This is an optimization exercise on Yosys and OpenROAD, whose aim is small area, not a production implementation. The RTL was checked by simulation tests, not by an equivalence proof against the original design. Power is estimated from default activity; no workload was simulated.

### design/flow/config.mk
export PLATFORM = sky130hd
export DESIGN_NAME = blackjackTop
export DESIGN_NICKNAME = blackjackTop
export VERILOG_FILES = /design/flow/design.v
export SDC_FILE = /design/flow/constraint.sdc
export NUM_CORES = 4
export LEC_CHECK = 0
export ABC_AREA = 1
export CAP_MARGIN = 20
export CELL_PAD_IN_SITES_DETAIL_PLACEMENT = 1
export CORE_MARGIN = 2
export CORE_UTILIZATION = 25
export GPL_TIMING_DRIVEN = 0
export SLEW_MARGIN = 20
### design/flow/constraint.sdc
create_clock -name core_clock -period 12.0 [get_ports {clock}]
set_input_delay 2.4000 -clock core_clock [delete_from_list [all_inputs] [get_ports {clock}]]
set_output_delay 2.4000 -clock core_clock [all_outputs]
set_load 0.01 [all_outputs]
### design/flow/design.v
package blackjackPkg;
    typedef logic [4-1:0] cardValue_t;     
    typedef logic [6-1:0] handTotal_t;
endpackage
`timescale 1ns/10ps
module cardDeck (
    input  logic                     clock,
    input  logic                     resetar,
    input  logic                     advance,
    input  logic [5:0]               shuffleSeed,
    output logic [5:0]               dealIndex,
    output blackjackPkg::cardValue_t topCard     
);
    logic [5:0] seed;
    logic [9:0] addr;
    logic [3:0] card;
    always_ff @(posedge clock) begin
        if (resetar) seed <= (shuffleSeed == 6'd0) ? 6'b001011 : shuffleSeed;
    end
    always_ff @(posedge clock) begin
        if (resetar)      dealIndex <= 6'd11;
        else if (advance) dealIndex <= dealIndex + 1'b1;
    end
    assign addr = {seed, dealIndex[3:0]};
    logic n15, n16, n17, n18, n19, n20, n21, n22, n23, n24, n25, n26;
    logic n27, n28, n29, n30, n31, n32, n33, n34, n35, n36, n37, n38;
    logic n39, n40, n41, n42, n43, n44, n45, n46, n47, n48, n49, n50;
    logic n51, n52, n53, n54, n55, n56, n57, n58, n59, n60, n61, n62;
    logic n63, n64, n65, n66, n67, n68, n69, n70, n71, n72, n73, n74;
    logic n75, n76, n77, n78, n79, n80, n81, n82, n83, n84, n85, n86;
    logic n87, n88, n89, n90, n91, n92, n93, n94, n95, n96, n97, n98;
    logic n99, n100, n101, n102, n103, n104, n105, n106, n107, n108, n109, n110;
    logic n111, n112, n113, n114, n115, n116, n117, n118, n119, n120, n121, n122;
    logic n123, n124, n125, n126, n127, n128, n129, n130, n131, n132, n133, n134;
    logic n135, n136, n137, n138, n139, n140, n141, n142, n143, n144, n145, n146;
    logic n147, n148, n149, n150, n151, n152, n153, n154, n155, n156, n157, n158;
    logic n159, n160, n161, n162, n163, n164, n165, n166, n167, n168, n169, n170;
    logic n171, n172, n173, n174, n175, n176, n177, n178, n179, n180, n181, n182;
    logic n183, n184, n185, n186, n187, n188, n189, n190, n191, n192, n193, n194;
    logic n195, n196, n197, n198, n199, n200, n201, n202, n203, n204, n205, n206;
    logic n207, n208, n209, n210, n211, n212, n213, n214, n215, n216, n217, n218;
    logic n219, n220, n221, n222, n223, n224, n225, n226, n227, n228, n229, n230;
    logic n231, n232, n233, n234, n235, n236, n237, n238, n239, n240, n241, n242;
    logic n243, n244, n245, n246, n247, n248, n249, n250, n251, n252, n253, n254;
    logic n255, n256, n257, n258, n259, n260, n261, n262, n263, n264, n265, n266;
    logic n267, n268, n269, n270, n271, n272, n273, n274, n275, n276, n277, n278;
    logic n279, n280, n281, n282, n283, n285, n286, n287, n288, n289, n290, n291;
    logic n292, n293, n294, n295, n296, n297, n298, n299, n300, n301, n302, n303;
    logic n304, n305, n306, n307, n308, n309, n310, n311, n312, n313, n314, n315;
    logic n316, n317, n318, n319, n320, n321, n322, n323, n324, n325, n326, n327;
    logic n328, n329, n330, n331, n332, n333, n334, n335, n336, n337, n338, n339;
    logic n340, n341, n342, n343, n344, n345, n346, n347, n348, n349, n350, n351;
    logic n352, n353, n354, n355, n356, n357, n358, n359, n360, n361, n362, n363;
    logic n364, n365, n366, n367, n368, n369, n370, n371, n372, n373, n374, n375;
    logic n376, n377, n378, n379, n380, n381, n382, n383, n384, n385, n386, n387;
    logic n388, n389, n390, n391, n392, n394, n395, n396, n397, n398, n399, n400;
    logic n401, n402, n403, n404, n405, n406, n407, n408, n409, n410, n411, n412;
    logic n413, n414, n415, n416, n417, n418, n419, n420, n421, n422, n423, n425;
    logic n426, n427, n428, n429, n430, n431, n432, n433, n434, n435, n436, n437;
    logic n438, n439, n440, n441, n442, n443, n444, n445, n446, n447, n448, n449;
    logic n450, n451, n452, n453, n454, n455, n456, n457, n458, n459, n460, n461;
    logic n462, n463, n464, n465, n466, n467, n468, n469, n470, n471, n472, n473;
    logic n474, n475, n476, n477, n478, n479, n480, n481, n482, n483, n484, n485;
    logic n486, n487;
    assign n15 = ~addr[5] & ~addr[8];
    assign n16 = addr[5] & addr[8];
    assign n17 = ~n15 & ~n16;
    assign n18 = addr[6] & addr[9];
    assign n19 = ~addr[4] & addr[7];
    assign n20 = addr[0] & n19;
    assign n21 = addr[2] & n20;
    assign n22 = ~n18 & n21;
    assign n23 = addr[1] & addr[4];
    assign n24 = ~addr[0] & n23;
    assign n25 = ~addr[0] & addr[9];
    assign n26 = ~addr[1] & ~addr[4];
    assign n27 = n25 & ~n26;
    assign n28 = addr[4] & addr[8];
    assign n29 = ~addr[9] & n28;
    assign n30 = ~addr[4] & ~addr[8];
    assign n31 = ~addr[6] & n30;
    assign n32 = ~addr[4] & ~addr[6];
    assign n33 = addr[5] & ~addr[7];
    assign n34 = n32 & n33;
    assign n35 = addr[1] & ~n34;
    assign n36 = ~n31 & n35;
    assign n37 = ~n29 & n36;
    assign n38 = ~addr[2] & addr[6];
    assign n39 = addr[0] & ~n28;
    assign n40 = n38 & ~n39;
    assign n41 = addr[0] & ~addr[8];
    assign n42 = addr[4] & ~n38;
    assign n43 = n41 & n42;
    assign n44 = ~n40 & ~n43;
    assign n45 = addr[1] & ~n44;
    assign n46 = n37 & n45;
    assign n47 = ~n27 & ~n46;
    assign n48 = ~addr[7] & addr[9];
    assign n49 = addr[6] & n48;
    assign n50 = ~addr[2] & ~n49;
    assign n51 = ~n47 & n50;
    assign n52 = ~n24 & ~n51;
    assign n53 = addr[4] & addr[7];
    assign n54 = ~addr[6] & addr[7];
    assign n55 = ~n53 & ~n54;
    assign n56 = ~n52 & n55;
    assign n57 = ~n22 & ~n56;
    assign n58 = ~n17 & ~n57;
    assign n59 = addr[1] & addr[9];
    assign n60 = ~addr[1] & ~addr[9];
    assign n61 = ~addr[0] & ~n60;
    assign n62 = ~n59 & n61;
    assign n63 = ~addr[2] & n62;
    assign n64 = addr[8] & addr[9];
    assign n65 = addr[0] & ~addr[7];
    assign n66 = ~addr[1] & n65;
    assign n67 = ~n64 & n66;
    assign n68 = ~n63 & ~n67;
    assign n69 = ~addr[4] & addr[5];
    assign n70 = addr[7] & addr[8];
    assign n71 = n69 & ~n70;
    assign n72 = ~n68 & n71;
    assign n73 = addr[4] & addr[5];
    assign n74 = ~addr[7] & ~addr[8];
    assign n75 = addr[2] & ~n74;
    assign n76 = n73 & ~n75;
    assign n77 = ~n70 & ~n74;
    assign n78 = ~addr[0] & ~addr[9];
    assign n79 = n77 & n78;
    assign n80 = addr[0] & addr[1];
    assign n81 = addr[9] & n80;
    assign n82 = ~addr[2] & ~n81;
    assign n83 = ~n79 & n82;
    assign n84 = n76 & ~n83;
    assign n85 = ~addr[9] & n33;
    assign n86 = ~addr[0] & ~addr[2];
    assign n87 = n85 & ~n86;
    assign n88 = addr[0] & addr[2];
    assign n89 = ~addr[5] & n88;
    assign n90 = addr[7] & n89;
    assign n91 = ~n87 & ~n90;
    assign n92 = n30 & ~n91;
    assign n93 = ~addr[9] & ~n53;
    assign n94 = ~n33 & n93;
    assign n95 = ~addr[0] & addr[2];
    assign n96 = addr[8] & n95;
    assign n97 = n94 & n96;
    assign n98 = ~n92 & ~n97;
    assign n99 = ~n84 & n98;
    assign n100 = ~n72 & n99;
    assign n101 = addr[6] & ~n100;
    assign n102 = ~addr[2] & n64;
    assign n103 = ~n92 & ~n102;
    assign n104 = addr[0] & addr[6];
    assign n105 = ~addr[0] & ~addr[6];
    assign n106 = ~n104 & ~n105;
    assign n107 = ~n103 & n106;
    assign n108 = ~addr[4] & ~addr[5];
    assign n109 = ~addr[7] & n108;
    assign n110 = n107 & n109;
    assign n111 = addr[4] & ~addr[7];
    assign n112 = ~n64 & n111;
    assign n113 = addr[6] & n80;
    assign n114 = addr[2] & addr[4];
    assign n115 = n18 & n114;
    assign n116 = addr[9] & n23;
    assign n117 = ~n115 & ~n116;
    assign n118 = n95 & n117;
    assign n119 = ~n113 & ~n118;
    assign n120 = ~n112 & ~n119;
    assign n121 = ~n80 & ~n120;
    assign n122 = ~addr[7] & ~n121;
    assign n123 = ~n20 & ~n122;
    assign n124 = ~addr[6] & addr[9];
    assign n125 = addr[1] & addr[5];
    assign n126 = addr[7] & ~addr[8];
    assign n127 = n125 & ~n126;
    assign n128 = ~addr[1] & ~n69;
    assign n129 = ~n127 & ~n128;
    assign n130 = n124 & ~n129;
    assign n131 = ~n123 & n130;
    assign n132 = addr[5] & n102;
    assign n133 = addr[2] & ~addr[9];
    assign n134 = n30 & n133;
    assign n135 = ~addr[2] & ~addr[9];
    assign n136 = n15 & n135;
    assign n137 = addr[0] & ~n136;
    assign n138 = ~n134 & n137;
    assign n139 = ~n132 & n138;
    assign n140 = addr[1] & addr[7];
    assign n141 = ~addr[1] & ~addr[7];
    assign n142 = ~n140 & ~n141;
    assign n143 = ~addr[3] & n18;
    assign n144 = n108 & n143;
    assign n145 = ~n104 & ~n144;
    assign n146 = n142 & ~n145;
    assign n147 = ~n139 & n146;
    assign n148 = n64 & n108;
    assign n149 = ~addr[1] & ~n148;
    assign n150 = ~addr[0] & ~n149;
    assign n151 = ~addr[5] & n53;
    assign n152 = ~addr[6] & addr[8];
    assign n153 = n151 & n152;
    assign n154 = addr[9] & n126;
    assign n155 = n32 & n154;
    assign n156 = ~n153 & ~n155;
    assign n157 = n150 & ~n156;
    assign n158 = ~n147 & ~n157;
    assign n159 = n53 & n143;
    assign n160 = ~addr[3] & addr[4];
    assign n161 = n94 & n160;
    assign n162 = ~n159 & ~n161;
    assign n163 = ~addr[0] & addr[8];
    assign n164 = ~addr[1] & n163;
    assign n165 = ~n162 & n164;
    assign n166 = ~n48 & ~n126;
    assign n167 = addr[1] & n86;
    assign n168 = ~n166 & n167;
    assign n169 = ~addr[2] & ~addr[8];
    assign n170 = n111 & n169;
    assign n171 = addr[9] & ~n32;
    assign n172 = n66 & n171;
    assign n173 = ~n170 & n172;
    assign n174 = n67 & n173;
    assign n175 = addr[0] & ~n140;
    assign n176 = n126 & n135;
    assign n177 = n175 & n176;
    assign n178 = ~n174 & ~n177;
    assign n179 = ~n168 & n178;
    assign n180 = n73 & ~n179;
    assign n181 = ~n165 & ~n180;
    assign n182 = n158 & n181;
    assign n183 = ~n131 & n182;
    assign n184 = ~n110 & n183;
    assign n185 = ~n101 & n184;
    assign n186 = ~n58 & n185;
    assign n187 = ~addr[1] & n64;
    assign n188 = ~n80 & ~n187;
    assign n189 = ~n73 & ~n108;
    assign n190 = ~addr[5] & ~addr[6];
    assign n191 = ~n53 & ~n190;
    assign n192 = n189 & n191;
    assign n193 = n36 & n192;
    assign n194 = ~n103 & n193;
    assign n195 = addr[4] & addr[6];
    assign n196 = ~addr[9] & n195;
    assign n197 = ~n114 & ~n196;
    assign n198 = ~n194 & n197;
    assign n199 = ~n188 & ~n198;
    assign n200 = ~n41 & n69;
    assign n201 = n124 & n151;
    assign n202 = n85 & n195;
    assign n203 = ~addr[6] & ~addr[9];
    assign n204 = n69 & n203;
    assign n205 = ~n202 & ~n204;
    assign n206 = ~n201 & n205;
    assign n207 = addr[2] & ~n190;
    assign n208 = addr[4] & ~n207;
    assign n209 = ~n86 & ~n208;
    assign n210 = n206 & ~n209;
    assign n211 = ~n200 & ~n210;
    assign n212 = addr[6] & n81;
    assign n213 = ~n189 & n212;
    assign n214 = ~n41 & ~n163;
    assign n215 = ~addr[9] & ~n38;
    assign n216 = n214 & ~n215;
    assign n217 = ~addr[1] & ~addr[2];
    assign n218 = addr[7] & ~n88;
    assign n219 = ~n217 & n218;
    assign n220 = addr[4] & n135;
    assign n221 = addr[6] & n108;
    assign n222 = ~n220 & ~n221;
    assign n223 = n219 & n222;
    assign n224 = ~n216 & n223;
    assign n225 = ~n213 & n224;
    assign n226 = ~n211 & n225;
    assign n227 = addr[0] & n226;
    assign n228 = addr[8] & n221;
    assign n229 = ~n175 & n228;
    assign n230 = ~n62 & n229;
    assign n231 = ~addr[8] & n23;
    assign n232 = n203 & n231;
    assign n233 = ~addr[1] & ~addr[8];
    assign n234 = addr[2] & n233;
    assign n235 = ~addr[0] & addr[6];
    assign n236 = ~n93 & n235;
    assign n237 = n234 & n236;
    assign n238 = ~n232 & ~n237;
    assign n239 = ~n173 & n238;
    assign n240 = ~n230 & n239;
    assign n241 = ~n227 & n240;
    assign n242 = ~n199 & n241;
    assign n243 = ~addr[5] & ~n242;
    assign n244 = ~n34 & ~n80;
    assign n245 = ~n147 & n244;
    assign n246 = n133 & ~n245;
    assign n247 = n86 & n233;
    assign n248 = ~n206 & n247;
    assign n249 = n59 & n86;
    assign n250 = ~n231 & ~n249;
    assign n251 = ~n169 & n190;
    assign n252 = ~n250 & n251;
    assign n253 = n76 & n115;
    assign n254 = n152 & n207;
    assign n255 = n216 & n254;
    assign n256 = ~n253 & ~n255;
    assign n257 = ~n252 & n256;
    assign n258 = ~n248 & n257;
    assign n259 = ~n246 & n258;
    assign n260 = ~addr[7] & ~n92;
    assign n261 = ~n259 & n260;
    assign n262 = addr[5] & addr[7];
    assign n263 = ~addr[8] & ~n121;
    assign n264 = ~addr[0] & n28;
    assign n265 = ~n263 & ~n264;
    assign n266 = n262 & ~n265;
    assign n267 = addr[1] & ~n169;
    assign n268 = ~addr[4] & n15;
    assign n269 = ~n267 & n268;
    assign n270 = ~addr[0] & n269;
    assign n271 = ~addr[2] & ~addr[4];
    assign n272 = n70 & n271;
    assign n273 = ~addr[0] & addr[5];
    assign n274 = ~n125 & ~n273;
    assign n275 = n272 & n274;
    assign n276 = ~addr[2] & ~addr[5];
    assign n277 = n65 & n276;
    assign n278 = ~n275 & ~n277;
    assign n279 = ~n270 & n278;
    assign n280 = ~n266 & n279;
    assign n281 = ~n261 & n280;
    assign n282 = n203 & ~n281;
    assign n283 = ~n243 & ~n282;
    assign card[0] = ~n186 | ~n283;
    assign n285 = ~addr[1] & n73;
    assign n286 = n86 & n285;
    assign n287 = ~n21 & ~n286;
    assign n288 = n203 & ~n287;
    assign n289 = ~n213 & ~n288;
    assign n290 = ~n77 & ~n289;
    assign n291 = n48 & n125;
    assign n292 = n290 & n291;
    assign n293 = addr[7] & n60;
    assign n294 = n195 & ~n293;
    assign n295 = ~n41 & ~n60;
    assign n296 = ~n66 & n295;
    assign n297 = ~n294 & ~n296;
    assign n298 = addr[1] & ~addr[9];
    assign n299 = ~addr[5] & n298;
    assign n300 = ~n38 & ~n53;
    assign n301 = n299 & ~n300;
    assign n302 = n297 & n301;
    assign n303 = ~n234 & ~n267;
    assign n304 = addr[5] & addr[6];
    assign n305 = ~n190 & ~n304;
    assign n306 = ~n191 & ~n305;
    assign n307 = addr[7] & ~n18;
    assign n308 = ~n30 & ~n69;
    assign n309 = n307 & n308;
    assign n310 = ~n306 & n309;
    assign n311 = ~n303 & n310;
    assign n312 = addr[2] & n187;
    assign n313 = n306 & n312;
    assign n314 = addr[0] & ~n313;
    assign n315 = ~n311 & n314;
    assign n316 = ~n302 & n315;
    assign n317 = ~n194 & n316;
    assign n318 = ~n292 & n317;
    assign n319 = addr[8] & ~n141;
    assign n320 = ~n117 & ~n319;
    assign n321 = ~n54 & ~n320;
    assign n322 = n38 & n111;
    assign n323 = n114 & n152;
    assign n324 = ~n322 & ~n323;
    assign n325 = n60 & ~n324;
    assign n326 = n321 & ~n325;
    assign n327 = n54 & ~n312;
    assign n328 = ~n326 & ~n327;
    assign n329 = n28 & n135;
    assign n330 = n30 & ~n135;
    assign n331 = ~n329 & ~n330;
    assign n332 = ~n328 & n331;
    assign n333 = ~n267 & n326;
    assign n334 = ~addr[5] & ~n333;
    assign n335 = ~n332 & n334;
    assign n336 = ~addr[7] & addr[8];
    assign n337 = ~n143 & ~n336;
    assign n338 = ~addr[4] & n203;
    assign n339 = ~n285 & ~n338;
    assign n340 = ~n337 & ~n339;
    assign n341 = n23 & ~n50;
    assign n342 = n151 & n187;
    assign n343 = ~n341 & ~n342;
    assign n344 = ~n340 & n343;
    assign n345 = n101 & n193;
    assign n346 = addr[2] & ~n54;
    assign n347 = ~n345 & n346;
    assign n348 = ~n344 & ~n347;
    assign n349 = ~addr[0] & ~n348;
    assign n350 = ~n335 & n349;
    assign n351 = ~n318 & ~n350;
    assign n352 = ~n293 & ~n312;
    assign n353 = n108 & ~n352;
    assign n354 = addr[1] & n74;
    assign n355 = ~n291 & ~n354;
    assign n356 = ~n73 & ~n355;
    assign n357 = addr[5] & n298;
    assign n358 = n356 & n357;
    assign n359 = ~n136 & ~n176;
    assign n360 = ~n142 & ~n359;
    assign n361 = ~n358 & ~n360;
    assign n362 = ~n353 & n361;
    assign n363 = n235 & ~n362;
    assign n364 = n114 & n321;
    assign n365 = ~n169 & ~n217;
    assign n366 = n19 & ~n365;
    assign n367 = addr[1] & n32;
    assign n368 = ~n366 & ~n367;
    assign n369 = ~n364 & n368;
    assign n370 = ~n81 & ~n273;
    assign n371 = ~n25 & ~n30;
    assign n372 = ~n31 & ~n371;
    assign n373 = ~n370 & n372;
    assign n374 = ~n369 & n373;
    assign n375 = ~addr[7] & ~n152;
    assign n376 = ~n214 & n375;
    assign n377 = n18 & n273;
    assign n378 = ~n155 & ~n377;
    assign n379 = ~n376 & n378;
    assign n380 = addr[2] & n26;
    assign n381 = ~n64 & n380;
    assign n382 = ~n379 & n381;
    assign n383 = ~addr[2] & n81;
    assign n384 = ~n104 & ~n383;
    assign n385 = n42 & ~n77;
    assign n386 = ~n384 & n385;
    assign n387 = n162 & n386;
    assign n388 = ~n382 & ~n387;
    assign n389 = ~n374 & n388;
    assign n390 = ~n363 & n389;
    assign n391 = ~n351 & n390;
    assign n392 = n335 & n367;
    assign card[1] = ~n391 | n392;
    assign n394 = n214 & ~n391;
    assign n395 = addr[4] & ~addr[8];
    assign n396 = ~n54 & n395;
    assign n397 = ~addr[9] & ~n396;
    assign n398 = ~n394 & n397;
    assign n399 = ~addr[5] & ~n398;
    assign n400 = ~n89 & ~n357;
    assign n401 = n53 & ~n385;
    assign n402 = ~n400 & n401;
    assign n403 = n398 & n402;
    assign n404 = n45 & n185;
    assign n405 = ~n100 & n107;
    assign n406 = ~n185 & n405;
    assign n407 = ~n404 & ~n406;
    assign n408 = n33 & ~n407;
    assign n409 = n152 & n273;
    assign n410 = n226 & ~n409;
    assign n411 = n95 & ~n307;
    assign n412 = n269 & n411;
    assign n413 = ~n64 & ~n203;
    assign n414 = n80 & ~n413;
    assign n415 = ~n249 & ~n414;
    assign n416 = ~n124 & ~n415;
    assign n417 = ~addr[2] & n230;
    assign n418 = ~n416 & ~n417;
    assign n419 = n109 & ~n418;
    assign n420 = ~n412 & ~n419;
    assign n421 = n259 & n420;
    assign n422 = ~n410 & n421;
    assign n423 = ~n408 & n422;
    assign card[3] = n403 | ~n423;
    assign n425 = ~n206 & ~card[3];
    assign n426 = ~n399 & ~n425;
    assign n427 = ~n165 & ~n297;
    assign n428 = ~n426 & ~n427;
    assign n429 = ~n37 & n150;
    assign n430 = n79 & ~n152;
    assign n431 = ~n174 & ~n430;
    assign n432 = n73 & ~n431;
    assign n433 = ~n429 & ~n432;
    assign n434 = ~n428 & n433;
    assign n435 = addr[2] & ~n434;
    assign n436 = n235 & n293;
    assign n437 = n23 & ~n216;
    assign n438 = card[1] & n437;
    assign n439 = ~n436 & ~n438;
    assign n440 = ~n189 & n369;
    assign n441 = ~n439 & n440;
    assign n442 = n175 & ~n242;
    assign n443 = ~n391 & n442;
    assign n444 = ~n142 & n395;
    assign n445 = n63 & n444;
    assign n446 = n95 & n154;
    assign n447 = addr[8] & ~n53;
    assign n448 = n81 & n447;
    assign n449 = ~n446 & ~n448;
    assign n450 = ~n358 & n449;
    assign n451 = ~n445 & n450;
    assign n452 = ~n443 & n451;
    assign n453 = ~n305 & ~n452;
    assign n454 = n109 & n363;
    assign n455 = addr[4] & ~n125;
    assign n456 = n154 & ~n455;
    assign n457 = ~n193 & n456;
    assign n458 = ~n108 & n293;
    assign n459 = addr[6] & ~n458;
    assign n460 = ~n126 & ~n459;
    assign n461 = ~n262 & n298;
    assign n462 = n77 & n461;
    assign n463 = ~n460 & ~n462;
    assign n464 = ~n457 & n463;
    assign n465 = n72 & n155;
    assign n466 = n60 & n336;
    assign n467 = n262 & n298;
    assign n468 = ~addr[6] & ~n467;
    assign n469 = ~n466 & n468;
    assign n470 = ~n342 & n469;
    assign n471 = ~n356 & n470;
    assign n472 = ~n465 & n471;
    assign n473 = ~n464 & ~n472;
    assign n474 = ~n454 & ~n473;
    assign n475 = n86 & ~n474;
    assign n476 = ~n170 & ~n272;
    assign n477 = n299 & ~n476;
    assign n478 = ~addr[7] & n382;
    assign n479 = ~n477 & ~n478;
    assign n480 = n106 & ~n479;
    assign n481 = ~n111 & ~n136;
    assign n482 = n120 & ~n481;
    assign n483 = ~n290 & ~n482;
    assign n484 = ~n480 & n483;
    assign n485 = ~n475 & n484;
    assign n486 = ~n453 & n485;
    assign n487 = ~n441 & n486;
    assign card[2] = n435 | ~n487;
    assign topCard = card;
endmodule
`timescale 1ns/10ps
module blackjackTable (
    input  logic                      clock,
    input  logic                      resetar,
    input  logic                      hitCard,
    input  logic                      standHand,
    input  logic [5:0]                dealIndex,
    input  blackjackPkg::cardValue_t  topCard,
    output logic                      advance,       
    output logic                      tableReady,
    output logic                      winLed,
    output logic                      lossLed,
    output logic                      pushLed,
    output blackjackPkg::handTotal_t  playerTotal,
    output blackjackPkg::handTotal_t  dealerTotal,
    output logic                      hold
);
    localparam logic [3:0] AUTO = 4'b0000, PTURN = 4'b0001, PHIT = 4'b0011, DTURN = 4'b0100,
                           DHIT = 4'b0110, SETTLE = 4'b0101,
                           HOLDWIN = 4'b1001, HOLDLOSS = 4'b1010, HOLDPUSH = 4'b1100;
    logic [3:0] state, nextState;
    logic       autoRun, hit, firstDeal, toPlayer, toDealer;
    logic       playerBust, dealerDraws;
    assign hold      = state[3];
    assign autoRun   = (state == AUTO);
    assign hit       = !state[3] && state[1];   
    assign firstDeal = autoRun && (dealIndex[5:2] == 4'd0);
    assign toPlayer  = (firstDeal && (dealIndex[1] == dealIndex[0])) || (hit && !state[2]);
    assign toDealer  = (firstDeal && (dealIndex[1] != dealIndex[0])) || (hit && state[2]);
    assign advance   = autoRun || hit;
    assign tableReady = autoRun && (dealIndex == 6'd63);
    assign playerBust  = playerTotal[5] && (playerTotal[4] || playerTotal[3] || playerTotal[2] || playerTotal[1]);
    assign dealerDraws = !dealerTotal[5] && (!dealerTotal[4] || (!dealerTotal[3] && !(dealerTotal[2] && dealerTotal[1] && dealerTotal[0])));
    logic settleWin, settleLoss;
    logic s15, s16, s17, s18, s19, s20, s21, s22, s23, s24, s26, s27;
    logic s28, s29, s30, s31;
    assign s15 = ~dealerTotal[1] & ~dealerTotal[2];
    assign s16 = ~dealerTotal[3] & s15;
    assign s17 = playerTotal[3] & playerTotal[4];
    assign s18 = dealerTotal[4] & ~s17;
    assign s19 = ~s16 & ~s18;
    assign s20 = ~playerTotal[5] & ~s19;
    assign s21 = playerTotal[4] & dealerTotal[3];
    assign s22 = ~s16 & ~s21;
    assign s23 = playerTotal[0] & ~dealerTotal[0];
    assign s24 = ~s22 & ~s23;
    assign settleWin = ~s20 & ~s24;
    assign s26 = ~playerTotal[0] & dealerTotal[0];
    assign s27 = playerTotal[1] & playerTotal[2];
    assign s28 = playerTotal[4] & s27;
    assign s29 = s22 & s28;
    assign s30 = s20 & ~s29;
    assign s31 = ~s26 & ~s30;
    assign settleLoss = ~settleWin & ~s31;
    blackjackPkg::handTotal_t addIn, addOut;
    logic carry;
    assign addIn = toPlayer ? playerTotal : dealerTotal;
    logic a14, a15, a17, a18, a19, a20, a21, a22, a23, a24, a25, a26;
    logic a27, a28, a29, a30, a31, a32, a33, a34, a35, a36, a37, a38;
    logic a39, a40, a41, a42, a43, a45, a46, a49, a50, a51, a52, a53;
    logic a54, a55;
    assign a14 = addIn[0] & topCard[0];
    assign a15 = ~addIn[0] & ~topCard[0];
    assign addOut[0] = ~a14 & ~a15;
    assign a17 = addIn[1] & topCard[1];
    assign a18 = addIn[2] & topCard[2];
    assign a19 = ~addIn[3] & ~topCard[3];
    assign a20 = ~a18 & a19;
    assign a21 = ~addIn[1] & ~topCard[1];
    assign a22 = ~a17 & ~a21;
    assign a23 = ~a20 & a22;
    assign a24 = a20 & ~a22;
    assign a25 = ~a23 & ~a24;
    assign a26 = ~a17 & ~a25;
    assign a27 = ~addIn[2] & ~topCard[2];
    assign a28 = a17 & a27;
    assign a29 = a14 & ~a28;
    assign a30 = ~a26 & a29;
    assign a31 = ~a18 & ~a27;
    assign a32 = ~a20 & a21;
    assign a33 = ~a31 & a32;
    assign a34 = a31 & ~a32;
    assign a35 = ~a33 & ~a34;
    assign a36 = a30 & ~a35;
    assign a37 = ~a17 & a34;
    assign a38 = addIn[3] & topCard[3];
    assign a39 = ~a28 & ~a38;
    assign a40 = ~a37 & a39;
    assign a41 = a36 & ~a40;
    assign a42 = ~a30 & a40;
    assign a43 = ~a35 & a42;
    assign addOut[3] = a41 | a43;
    assign a45 = ~a14 & ~a25;
    assign a46 = ~a30 & ~a45;
    assign addOut[1] = ~addOut[3] & a46;
    assign addOut[2] = ~a36 & ~a42;
    assign a49 = a20 & ~a36;
    assign a50 = ~addOut[3] & ~a49;
    assign a51 = ~topCard[1] & ~addOut[3];
    assign a52 = ~addIn[3] & ~a51;
    assign a53 = topCard[0] & ~topCard[3];
    assign a54 = ~topCard[2] & ~a53;
    assign a55 = ~a52 & a54;
    assign carry = a50 | a55;
    assign addOut[4] = addIn[4] ^ carry;
    assign addOut[5] = addIn[5] ^ (addIn[4] & carry);
    always_comb begin
        nextState = state;
        case (state)
            AUTO:   if (dealIndex == 6'd3) nextState = PTURN;
            PTURN: begin
                if (playerBust)     nextState = HOLDLOSS;
                else if (hitCard)   nextState = PHIT;
                else if (standHand) nextState = DTURN;
            end
            PHIT:   nextState = PTURN;
            DTURN:  nextState = dealerDraws ? DHIT : SETTLE;
            DHIT:   nextState = DTURN;
            SETTLE: begin
                if (settleWin)       nextState = HOLDWIN;
                else if (settleLoss) nextState = HOLDLOSS;
                else                 nextState = HOLDPUSH;
            end
            default: nextState = state;   
        endcase
    end
    always_ff @(posedge clock) begin
        if (resetar) begin
            state       <= AUTO;
            playerTotal <= '0;
            dealerTotal <= '0;
        end else begin
            state <= nextState;
            if (toPlayer) playerTotal <= addOut;
            if (toDealer) dealerTotal <= addOut;
        end
    end
    assign winLed  = hold && state[0];
    assign lossLed = hold && state[1];
    assign pushLed = hold && state[2];
endmodule
`timescale 1ns/10ps
module scoreDisplay (
    input  blackjackPkg::handTotal_t total,
    output logic [13:0]              digits
);
    logic n22, n23, n24, n26, n27, n28, n29;
    assign n22 = ~total[0] & ~total[1];
    assign n23 = total[0] & total[1];
    assign n24 = total[2] & ~n23;
    assign digits[1] = ~n22 & n24;
    assign n26 = ~total[3] & ~digits[1];
    assign n27 = total[1] & ~total[2];
    assign n28 = n26 & ~n27;
    assign n29 = ~total[1] & total[2];
    assign digits[4] = total[0] | n29;
    assign digits[3] = n28 & digits[4];
    assign digits[0] = ~total[1] & digits[3];
    assign digits[2] = ~total[0] & n27;
    assign digits[5] = ~n22 & n26;
    assign digits[6] = n28 & ~n29;
    assign digits[7] = total[4] & ~total[5];
    assign digits[9] = ~total[4] & total[5];
    assign digits[12] = total[4] | total[5];
    assign digits[8] = 1'b0;
    assign digits[13] = ~total[5];
    assign digits[10] = digits[7];
    assign digits[11] = total[4];
endmodule
module dealerDisplay (
    input  blackjackPkg::handTotal_t total,
    input  logic                     shown,
    output logic [13:0]              digits
);
    logic n23, n24, n26, n27, n28, n29, n30, n31, n34, n36, n38;
    assign n23 = ~total[1] & total[2];
    assign n24 = ~total[0] & ~n23;
    assign digits[4] = shown & ~n24;
    assign n26 = total[1] & ~total[2];
    assign n27 = ~total[2] & ~total[3];
    assign n28 = total[0] & total[1];
    assign n29 = ~n27 & ~n28;
    assign n30 = ~n26 & ~n29;
    assign n31 = total[0] & ~n30;
    assign digits[3] = digits[4] & ~n31;
    assign digits[0] = ~total[1] & digits[3];
    assign n34 = total[2] & shown;
    assign digits[1] = ~digits[3] & n34;
    assign n36 = shown & n26;
    assign digits[2] = ~total[0] & n36;
    assign n38 = ~n23 & digits[3];
    assign digits[5] = n36 | n38;
    assign digits[6] = ~shown | n30;
    assign digits[7] = total[4] & shown;
    assign digits[9] = total[5] & shown;
    assign digits[12] = digits[7] | digits[9];
    assign digits[8] = 1'b0;
    assign digits[13] = ~digits[9];
    assign digits[10] = digits[7];
    assign digits[11] = digits[7];
endmodule
`timescale 1ns/10ps
module blackjackTop (
    input  logic                     clock,
    input  logic                     resetar,
    input  logic                     hitCard,
    input  logic                     standHand,
    input  logic [5:0]               shuffleSeed,
    output logic                     tableReady,
    output logic                     winLed,
    output logic                     lossLed,
    output logic                     pushLed,
    output logic [13:0]              playerDigits,
    output logic [13:0]              dealerDigits
);
    blackjackPkg::cardValue_t  topCard;
    blackjackPkg::handTotal_t  playerTotal;
    blackjackPkg::handTotal_t  dealerTotal;
    logic        hold;
    logic [5:0]  dealIndex;
    logic        advance;
    cardDeck deck (
        .clock       (clock),
        .resetar     (resetar),
        .advance     (advance),
        .shuffleSeed (shuffleSeed),
        .dealIndex   (dealIndex),
        .topCard     (topCard)
    );
    blackjackTable table0 (
        .clock       (clock),
        .resetar     (resetar),
        .hitCard     (hitCard),
        .standHand   (standHand),
        .dealIndex   (dealIndex),
        .topCard     (topCard),
        .advance     (advance),
        .tableReady  (tableReady),
        .winLed      (winLed),
        .lossLed     (lossLed),
        .pushLed     (pushLed),
        .playerTotal (playerTotal),
        .dealerTotal (dealerTotal),
        .hold        (hold)
    );
    scoreDisplay playerDisplay (.total(playerTotal), .digits(playerDigits));
    dealerDisplay dealerDisplay0 (.total(dealerTotal), .shown(hold), .digits(dealerDigits));
endmodule
### design/flow/flow/run.sh
#!/bin/bash
# Own layout flow: the standard synthesis, then the combinational logic is
# mapped again for area (flow/resynth.tcl; the flip-flops keep their names and
# cells), then the standard layout from the floorplan on.
set -euo pipefail
W=$PWD
R=$W/orfs/results/$FLOW_PLATFORM/blackjackTop/base
YOSYS=$(command -v yosys || echo "$FLOW_HOME/../tools/install/yosys/bin/yosys")

bash standard.sh synth > $W/synth.log 2>&1
cp $R/1_2_yosys.v $W/standard_synth.v

LIBERTY=$FLOW_HOME/platforms/$FLOW_PLATFORM/lib/sky130_fd_sc_hd__tt_025C_1v80.lib \
NETLIST_IN=$W/standard_synth.v NETLIST_OUT=$W/resynth.v TOP=$FLOW_TOP \
ABC_SCRIPT=$W/flow/area.script \
  $YOSYS -c $W/flow/resynth.tcl > $W/resynth.log 2>&1

cp $W/resynth.v $R/1_2_yosys.v
rm -f $R/1_synth.odb $R/1_synth.sdc
# Port buffers: the smallest buffer (the ports see light loads and the
# timing has slack to spare). Clock tree: small clock buffers, no dummy loads.
bash standard.sh \
  "BUFFER_PORTS_ARGS=-buffer_cell sky130_fd_sc_hd__buf_1" \
  "CTS_ARGS=-sink_clustering_enable -repair_clock_nets -buf_list sky130_fd_sc_hd__clkbuf_8 -dont_use_dummy_load" \
  finish > $W/layout.log 2>&1
### design/flow/flow/area.script
strash; dch -f; amap; mfs -a -e; strash; dch -f; amap; mfs2 -a; strash; dch; amap; topo
### design/flow/flow/resynth.tcl
# Re-map the standard synthesis's combinational logic for area. The
# flip-flop instances (their names and cell types) stay exactly as they are.
yosys -import
set lib $::env(LIBERTY)
read_liberty -ignore_miss_func $lib
read_verilog $::env(NETLIST_IN)
hierarchy -top $::env(TOP)
set seq {}
foreach m [tee -q -s result.string select -list-mod A:*] { }
foreach m [split [tee -q -s result.string ls] "\n"] {
  set m [string trim $m]
  if {[regexp {^sky130_fd_sc_hd__(df|edf|sdf|sedf|dl|sdl|einv|ebuf)} $m]} { lappend seq $m }
}
puts "sequential/kept cell modules: $seq"
foreach m $seq { setattr -mod -set keep_hierarchy 1 $m }
flatten
opt_clean
stat
abc -liberty $lib -dont_use *lpflow* -dont_use *probe* -script $::env(ABC_SCRIPT)
splitnets
opt_clean -purge
hilomap -singleton -hicell sky130_fd_sc_hd__conb_1 HI -locell sky130_fd_sc_hd__conb_1 LO
insbuf -buf sky130_fd_sc_hd__buf_1 A X
setattr -mod -unset keep_hierarchy
foreach m $seq { blackbox $m }
select blackjackTop
stat -liberty $lib
write_verilog -noattr -noexpr -nohex -nodec -selected $::env(NETLIST_OUT)
### design/flow/standard.sh
#!/bin/bash
# synth_recipe.tcl (not shown) runs the flow's synth.tcl, then flattens the netlist and writes it again
# the make line also repeats each setting of config.mk as NAME=value (left out here)
make -C /OpenROAD-flow-scripts/flow DESIGN_CONFIG=/design/flow/config.mk WORK_HOME=/design/flow/orfs CLKGATE_MAP_FILE= SYNTH_SCRIPT=/design/flow/synth_recipe.tcl "${@:-finish}"
==> impl_results.md <==
* Status: timing/DRC/antenna clean
* Vias in the first global route at 4341
* Final nets at 579
* Hold Path Cell Cnt at 1
* Commonest non-fill, non-tap cell in the layout: nor2_1
* Clock Sinks at 28
* Multi-input logic area at 2210 µm²
* Total Wirelength at 15100 µm
* Achievable frequency at 109 MHz
* Hold Crit Class: flip-flop to flip-flop
* CTS tree: yes
* Post-CTS Resized at 0
* Critical Path Max Stage Delay at 0.86 ns
* Synthesized area per cell at 5.87 µm²
* Gpl congestion at 1.00
* Row cnt at 40
* Max transition margin at 0.368
* First-pass GRT wire length at 23900 µm
* Crit path capture type: flip-flop
* LEAKAGE at around 1.0 nW
* Critical path class: flip-flop to flip-flop
* Slowest cell on crit path: edfxtp_1
* # hold bufs at CTS at 0
* Max-slew violation count at 0
* Largest net degree at the start of global routing at 22
* Vias per inst at 6.10
* Core box area at 12000 µm²
* Mapped Cells at 524
* RR Startpoint: deck.seed[4]$_SDFFCE_PN0P_
* Initial antenna violation count at 0
* Fin Setup TNS at 0 ns
* Crit path max fanout at 19
* Number of clock buffers inserted by TritonCTS at 3
* Post-placement cell area at 3410 µm²
* Die width at 115 µm
* Power per cell area at 232 nW/µm²
* Post-route minimum period at between 9 and 10 ns
* Starting Density at 0.256
* Reg2reg path depth at 32
* P&R area growth vs syn at 12.2%
* R2R Path End: table0.playerTotal[5]$_SDFFE_PP0N_
* Layout Skew at ~0.0024 ns
* Final worst path period share at 0.764
* RSZ-0062 raised after global routing: false
* DR iter-0 viols at 411
* Vias at between 4000 and 5000
* Worst hold endpoint: deck.dealIndex[5]$_SDFFE_PP0P_
* Worst Tran Pin Value at 0.949 ns
* First drt pass iteration count at 5
* Port-buffer cells at 39
* DR DRC count at 0
* Final Setup Violations at 0
* Setup Buffers After CTS at 0
* Maximum vdd drop at 0.133 mV
* R2R Setup Slk at 2.84 ns
* Most numerous cell on the critical path: nor2_1
* Crit path required time at 12.21 ns
* H-tree depth at 1
* Warnings, synthesis at 2
* # Max-Cap Violations at 0
* Most frequent cells in the layout: 139 x nor2_1, 60 x clkinv_1, 47 x o21ai_0
* Sequential cell area at between 600 and 700 µm²
* Worst skew pair latency at 0.28 ns
* Hold_sp: deck.dealIndex[5]$_SDFFE_PP0P_
* Layout cells sized above 1 at 0.00529
* Final hold vios at 0
* Routed len/inst at approximately 21 µm
* Crit path launch type: flip-flop
* Synth Cell Area at 3080 µm²
* Filler cell count at 1658
* Ant. Diodes at 0
* Crit path arrival time at 9.37 ns
* Die Area at 13200 µm²
* Dpl hpwl at about 12000 µm
* Clock transition at path regs at 0.09 ns
* GRT Overall Usage at 0.230
* CTS Root Cell: clkbuf_8
* Placed insts at 711
* Num ports at 42
* Non-Filler Instances at 714
* Final instance area at 3450 µm²
* Final ANT Viol Nets at 0
* Total gr overflow at 0
* Die H at ~110 µm
* Max Root-Sink Buffers at 2
cell type report:
class,instances,area share
plain buffers,6,0.00652
repair buffers,39,0.0424
flip-flops and latches,28,0.180
well taps,147,0.0533
multi-input cells,431,0.641
clock buffers,3,0.0120
inverters,60,0.0652
where the power goes:
part / leakage (nW) / switching (W) / total, W / internal, W
Sequential: 0.239 / 0.0000615 / 0.000184 / 0.000123
Clock: 0.0216 / 0.0000303 / 0.0000530 / 0.0000227
Combinational: 0.786 / 0.000390 / 0.000564 / 0.000174
Total: 1.05 / 0.000482 / 0.000801 / 0.000320
worst max-delay path by stage:
stage	depth (start not counted)	endpoint	start
after floorplan	33	table0.playerTotal[5]$_SDFFE_PP0N_	deck.seed[4]$_SDFFCE_PN0P_
after global placement	33	table0.dealerTotal[5]$_SDFFE_PP0P_	deck.seed[4]$_SDFFCE_PN0P_
after detailed placement	33	table0.dealerTotal[5]$_SDFFE_PP0P_	deck.seed[4]$_SDFFCE_PN0P_
after CTS	32	table0.playerTotal[5]$_SDFFE_PP0N_	deck.seed[4]$_SDFFCE_PN0P_
after global routing	32	table0.playerTotal[5]$_SDFFE_PP0N_	deck.seed[4]$_SDFFCE_PN0P_
final	32	table0.playerTotal[5]$_SDFFE_PP0N_	deck.seed[4]$_SDFFCE_PN0P_
per-layer routing:
layer	wire length [µm]	vias up	GRT usage
met5	0	-	0
met1	6300	2044	0.296
met4	872	0	0.130
met3	1400	69	0.0390
li1	-	1995	-
met2	6530	247	0.364
metrics by stage:
step                total power [W]  hold slack (ns)  setup slack (ns)  utilization
floorplan                  0.000548            0.425              5.85            -
detailed placement         0.000736            0.474              3.18        0.284
global route               0.000870            0.515              2.11        0.287
CTS                        0.000790            0.489              3.11        0.287
finish                     0.000801            0.481              2.84        0.287
global placement           0.000733            0.443              2.81        0.284
critical path: cells and delay by family, from the launching register on:
family / cells / cell delay, ns
AOI/OAI and AO/OA: 17 / 4.29
buffers and inverters: 3 / 0.98
DFF: 1 / 0.86
and+or+nand+nor: 12 / 2.94
flip-flops by register name (all words and copies together), names as in the netlist:
| name | count |
|---|---|
| deck.dealIndex | 6 |
| deck.seed | 6 |
| table0.dealerTotal | 6 |
| table0.playerTotal | 6 |
| table0.state | 4 |

## what the ideal ports hide
The results above use ideal ports. As a check the final layout listed here was re-extracted and re-timed, cells and wires unchanged.
Step 1: set_driving_cell puts a clkbuf_16 on clock and a buf_2 on each other input, an assumption about the parent block.
Step 2 also shifts input and output timing later by t, the mid clock arrival at the registers, as if the neighbouring blocks saw the same clock.
Slacks: no drivers / after step 1 / after step 2; pairs: no drivers / after step 1.
t (ns): 0.311
setup WS [ns]: 2.838 / 2.838 / 2.838
worst hold slack (ns): 0.481 / 0.481 / 0.481
worst slew at a driven data input, ns: 0.04
After both steps this run still meets setup and hold. The setup slack of this run moves by 0.000 ns with the drivers and by 0.000 ns with both steps.
